What follows belongs to an exercise in optimizing a design on an open flow for small area, a short achievable clock period and few clock cycles per item; a production flow would make more cautious choices. Where RTL was checked, it was by simulation tests only, not by an equivalence proof against the original. The RTL of run 1 was laid out without a check of its function. Power and IR drop assume default switching activity.

==> flow/design.v, too long to show whole: its modules and the start of the top module <==
// module systolic_array_os: 3034 lines
// module sa_fa: 4 lines
// module sa_ha: 4 lines
module systolic_array_os #(
  parameter  int N      = 4,
  parameter  int DATA_W = 8,
  parameter  int ACC_W  = 24,
  parameter  int MAX_K  = 64,
  localparam int KW     = $clog2(MAX_K + 1),
  localparam int IW     = (N > 1) ? $clog2(N) : 1
) (
  input  logic                clk,
  input  logic                reset_n,
  input  logic                start,
  input  logic [KW-1:0]       k_len,
  input  logic                in_valid,
  output logic                in_ready,
  input  logic [N*DATA_W-1:0] a_vec,
  input  logic [N*DATA_W-1:0] b_vec,
  output logic                out_valid,
  input  logic                out_ready,
  output logic [IW-1:0]       out_idx,
  output logic [N*ACC_W-1:0]  out_row,
  output logic                busy,
  output logic                done
);
  // ...
==> flow/flow/run.sh <==
#!/bin/bash
# Standard layout, with timing repair aiming past the design's clock period.
set -euo pipefail
cp standard.sh standard_copy.log
bash standard.sh SETUP_SLACK_MARGIN=5.7 finish > standard.log 2>&1
==> flow/standard.sh <==
#!/bin/bash
# synth_recipe.tcl (not shown) runs the flow's synth.tcl, then flattens the netlist and writes it again
# the make line also repeats each setting of config.mk as NAME=value (left out here)
make -C /OpenROAD-flow-scripts/flow DESIGN_CONFIG=/design/flow/config.mk WORK_HOME=/design/flow/orfs CLKGATE_MAP_FILE= SYNTH_SCRIPT=/design/flow/synth_recipe.tcl "${@:-finish}"
==> flow/config.mk <==
export PLATFORM = sky130hd
export DESIGN_NAME = systolic_array_os
export DESIGN_NICKNAME = systolic_array_os
export VERILOG_FILES = /design/flow/design.v
export SDC_FILE = /design/flow/constraint.sdc
export NUM_CORES = 4
export LEC_CHECK = 0
export CAP_MARGIN = 20
export CORE_MARGIN = 2
export CORE_UTILIZATION = 40
export SLEW_MARGIN = 20
export SYNTH_HIERARCHICAL = 1
==> flow/constraint.sdc <==
create_clock -name core_clock -period 9.0 [get_ports {clk}]
set_input_delay 1.8000 -clock core_clock [delete_from_list [all_inputs] [get_ports {clk}]]
set_output_delay 1.8000 -clock core_clock [all_outputs]
set_load 0.01 [all_outputs]
==> results.cfg, run 1 <==
[setup_path]
critPathLaunchType = input port
crit_required_ns = 9.41
cpLargestDelayFamily = buffers and inverters
r2r_slack_ns = 5.75
timing.critical_path.buf_inv = 4
r2r-start = sel_q[0]$_DFFE_PN1P_
endpoint = out_q[0][3]$_DFFE_PP_

[job]
maxCapViolCount = 0

[power_and_ir_drop]
power_leader = combinational cells
powerClk_mw = 4.12
switching_share_pct = 40.3

[yosys]
syn_area_mm2 = 0.0587
avgSynthCellArea_um2 = 10.5
syn-num-nets = 6745
synth_top_area_cell = dfxtp_1
ys_seq_area_share_pct = 29.4
ys_top_cells_by_count = a22oi_1, dfxtp_1, fa_1

[clocking]
cts.sinks = 812
cts_max_level = 3
cts_tree = done
clkLatencyLatePin_ns = 0.73

[sta]
timing.final.ws_setup_ns = 5.71
layout_min_cycle_time_ns = 3.29
final-hold-violation-count = 0
drv_slew = 0

[final_layout]
area_delta_synth_final_pct = 13.5
clkCellAreaFrac_pct = 4.94
final_cell_mix = a22oi_1, dfxtp_1, fa_1

[min_path]
worstHoldEndpoint = ld_q$_DFF_PN0_

[detailed_routing]
wl_um = 172000
ant_nets = 0
route.met2.wl_um = 79400
route.met3.wl_um = 13100
vias_per_cell = 5.43

[global_routing]
grt_start_max_net_pins = 215
grt_busiest_layer = met2
antenna_found_initial = 4

[outcome]
outcome = complete, no violations

[placement]
dp_slack_ns = 4.31
==> run 2, diff against run 1 <==
--- a/flow/design.v
+++ b/flow/design.v
@@ -240,17 +240,17 @@
     assign res[j][20] = p[20] ^ g42;
     assign res[j][21] = p[21] ^ g43;
   end
   always_ff @(posedge clk) begin
     for (int j = 0; j < N; j++)
       if (load) out_q[j] <= res[j];
   end
   always_comb begin
-    for (int j = 0; j < N; j++) out_row[j*ACC_W +: ACC_W] = ACC_W'($signed(out_q[j]));
+    for (int j = 0; j < N; j++) out_row[j*ACC_W +: ACC_W] = {{(ACC_W-SW){out_q[j][SW-1]}}, out_q[j]};
   end
   wire m00_w0 = (b1_q[0][0] & a_q[0][0]) ^ bn_q[0][0];
   wire m00_w1 = ((b1_q[0][0] & a_q[0][1]) | (b2_q[0][0] & a_q[0][0])) ^ bn_q[0][0];
   wire m00_w2 = ((b1_q[0][0] & a_q[0][2]) | (b2_q[0][0] & a_q[0][1])) ^ bn_q[0][0];
   wire m00_w3 = ((b1_q[0][0] & a_q[0][3]) | (b2_q[0][0] & a_q[0][2])) ^ bn_q[0][0];
   wire m00_w4 = ((b1_q[0][0] & a_q[0][4]) | (b2_q[0][0] & a_q[0][3])) ^ bn_q[0][0];
   wire m00_w5 = ((b1_q[0][0] & a_q[0][5]) | (b2_q[0][0] & a_q[0][4])) ^ bn_q[0][0];
   wire m00_w6 = ((b1_q[0][0] & a_q[0][6]) | (b2_q[0][0] & a_q[0][5])) ^ bn_q[0][0];
==> flow/flow/run.sh (replaced) <==
#!/bin/bash
set -euo pipefail
bash standard.sh SETUP_SLACK_MARGIN=5.7 finish > standard.log 2>&1
==> run 2 against run 1 <==
  * Routed wire length is the same
  * Core utilization stayed put
  * Combinational power about the same
  * Final area unchanged
  * Register-to-register slack about the same
  * Fmax stayed put
  * Critical path type unchanged
==> results.cfg, run 2 <==
[yosys]
synthesis.instances = 5598
synth_area_leaders = dfxtp_1, fa_1, a22oi_1
synthFlopType = dfxtp_1
syn_area_mm2 = 0.0587
ys_ff_latch = 812
synthArstFlopShare_pct = 2.46
syn-num-nets = 6745
yosysMostFrequentCell = a22oi_1
synth_edf_count = 88
yosys.cell_types.count = 61
avgSynthCellArea_um2 = 10.5
ys_seq_area_share_pct = 29.4
ys_top_cells_by_count = a22oi_1, dfxtp_1, fa_1
yosysWarnings = 41
synth_top_cell_area_share_pct = 24.0
synth_top_area_cell = dfxtp_1

[placement]
dp_hpwl_um = 105000
postPlaceCellArea_mm2 = 0.0620
port_buffers = 177
dp_slack_ns = 4.31
gp_congestion = 0.829

[detailed_routing]
vias_per_cell = 5.43
wl_um = 172000
drc = 0
wl_per_cell_um = 22.6
ant_nets = 0
drt_first_pass_iters = 6
drtIter0Drc = 3040
via_count = 41200

[sta]
rsz0062_at_grt = true
relSlewSlack_pct = 29.4
final-hold-violation-count = 0
layout_min_cycle_time_ns = 3.29
timing.final.ws_setup_ns = 5.71
setup_tns_ns = 0
max_freq_ghz = 0.303
setup_violations = 0
worst-slew-pin-transition_ns = 1.06
drv_slew = 0
finalCritPeriodShare_pct = 36.6
finalClockSkew_ns = 0.0379

[outcome]
outcome = complete, no violations

[setup_path]
crit_slowest_cell = clkdlybuf4s50_1
worstSetupEndpointType = flip-flop
critical_path_arrival_ns = 3.70
crit_fanout = 46
slowest_delay_ns = 0.51
timing.critical_path.buf_inv = 4
crit_required_ns = 9.41
critical_path_class = input port to flip-flop
cpLargestDelayFamily = buffers and inverters
critPathLaunchType = input port
crit_path_frequent_cell = nor2_4
path_cells = clkdlybuf4s50_1, nand2_8, nor2_4, nor2_4, clkinvlp_4, buf_6, buf_12

[clocking]
cts_max_level = 3
cts_made_buffers = 98
clockRootBuffer = clkbuf_16
clkLatencyLatePin_ns = 0.73
clk_pin_slew_ns = 0.06
clock_path_buffers = 3
cts_tree = done
cts.sinks = 812

[final_layout]
final_cell_mix = a22oi_1, dfxtp_1, fa_1
drive_above_1_share_pct = 8.42
layout.nets = 6740
fin_area_mm2 = 0.0666
area_delta_synth_final_pct = 13.5
layout_commonest_cell = a22oi_1
reg_top3 = acc0: 240 flops, acc1: 240 flops, accu: 112 flops

[global_routing]
grt_pass1_wl_um = 266000
grt_overflow = 0
grt_start_max_net_pins = 215
antenna_found_initial = 4
grtUsageTotal_pct = 22.9
grt_pass1_vias = 43900

[floorplan]
floorplan.die.width_um = 387
die_y_um = 387
start_util_pct = 40.3
core_area_mm2 = 0.146
rows = 140
boundaryPins = 178
die_area_mm2 = 0.150

[min_path]
hp-class = flip-flop to flip-flop

[power_and_ir_drop]
ir_drop_uv = 158
total_power_mw = 26.3
p_per_area_mw_per_mm2 = 395
p_leak_nw = 27.8

[job]
maxCapViolCount = 0
==> run 2: cells by family (layout without fill, tap and decap cells) <==
group,Yosys count,in the layout,share of synthesized area [%]
adders and majority gates,1071,1071,31.5
AOI/OAI and AO/OA,1061,1061,12.9
and+or+nand+nor,1050,1050,9.59
buffers and inverters,878,955,5.71
DFF,812,812,29.4
xor gates and xnor gates,709,709,10.6
muxes,17,17,0.326
other,0,1,0
==> run 2: power breakdown <==
| group | switching [mW] | total, mW | internal [mW] |
|---|---|---|---|
| sequential | 1.48 | 7.18 | 5.70 |
| clock | 1.70 | 4.12 | 2.41 |
| combinational | 7.45 | 15.0 | 7.60 |
| total | 10.6 | 26.3 | 15.7 |
==> run 2: layout make-up <==
| class | instances | area, um2 |
|---|---|---|
| multi-input combinational | 3908 | 38600 |
| antenna | 1 | 2.50 |
| fill | 13600 | 79100 |
| clock buffer | 132 | 2720 |
| sequential | 812 | 17300 |
| tap | 1917 | 2400 |
| timing repair buffer | 320 | 3290 |
| clock inverter | 50 | 566 |
| inverter | 453 | 1700 |
==> run 2: worst paths after layout <==
| kind | from | to | slack, ns | cells after the start |
|---|---|---|---|---|
| max | out_ready | out_q[0][3]$_DFFE_PP_ | 5.71 | 7 |
| min | wait_q$_DFF_PN0_ | ld_q$_DFF_PN0_ | 0.35 | 0 |
| max reg2reg | sel_q[0]$_DFFE_PN1P_ | out_q[1][8]$_DFFE_PP_ | 5.75 | 12 |
| min reg2reg | wait_q$_DFF_PN0_ | ld_q$_DFF_PN0_ | 0.35 | 0 |
| max in group asynchronous | reset_n | sel_q[0]$_DFFE_PN1P_ | 7.25 | 2 |
| min in group asynchronous | reset_n | busy_q$_DFFE_PN0P_ | 1.45 | 2 |
==> run 2: through the flow <==
stage | instances | hold slack [ns] | util (%)
after detailed placement | 7347 | 0.335 | 42.6
after global routing | 7592 | 0.371 | 45.7
final | 7593 | 0.347 | 45.7
after floorplan | 5598 | 0.331 | -
after global placement | 7347 | 0.334 | 42.6
after CTS | 7562 | 0.348 | 45.2
==> run 2: worst reg2reg max path, delay by kind of cell, from the launching register on <==
family / cells / cell delay, ns
buffers and inverters: 3 / 0.42
flip-flops: 1 / 0.74
adder cells (fa/ha/maj): 2 / 0.67
AO/OA/AOI/OAI: 4 / 0.74
AND/OR/NAND/NOR: 3 / 0.57
==> run 2: per-module statistics from Yosys (local to each module, per instance) <==
module             copies in the design  cell area, um2  flops+latches
sa_ha                               160            12.5              0
sa_fa                               640            20.0              0
systolic_array_os                     1           43900            812
==> run 2: layer usage <==
layer | global-route usage [%] | vias to the layer above | part of all wire (%) | wire (um)
li1 | - | 18600 | - | -
met1 | 31.0 | 20900 | 43 | 74300
met2 | 37.3 | 1430 | 46 | 79400
met3 | 4.28 | 254 | 7.6 | 13100
met4 | 6.51 | 0 | 2.9 | 5070
met5 | 0 | - | 0 | 0
==> run 2: what timing repair did <==
action | 4_1_cts | 5_1_grt
endpoints found under the hold margin | 0 | 0
cloned | 7 | 7
hold buffers | 0 | 0
pin swaps | 6 | 20
buffers inserted | 26 | 23
resized for setup | 232 | 74
setup endpoints to repair | 241 | 141
Testbench counts of run 2, summed over its fixed seeds: cycles 15,559, jobs 384.

-- separate check: timing with driven ports --
In the flow no input, the clock included, has a driving cell. The finished layouts below were timed again as built, in two steps. Step 1 assumes that a clkbuf_16 drives the clock port and a buf_2 every other input. Step 2 moves the port delays by t, midway between the first and last clock arrival at a register: inputs arrive t later, outputs are due t later. That takes back most of the time a late clock gives input paths. a / b / c = no drivers / after step 1 / after step 2; a / b = the first two.
| run | t (ns) | slack for setup (ns) | worst hold slack (ns) | worst slew at a driven data input, ns |
|---|---|---|---|---|
| run 1 | 0.794 | 5.705 / 5.672 / 4.963 | 0.347 / 0.347 / 0.347 | 0.04 |
| run 2 | 0.794 | 5.705 / 5.672 / 4.963 | 0.347 / 0.347 / 0.347 | 0.04 |
After both steps setup and hold are still met in every run listed.
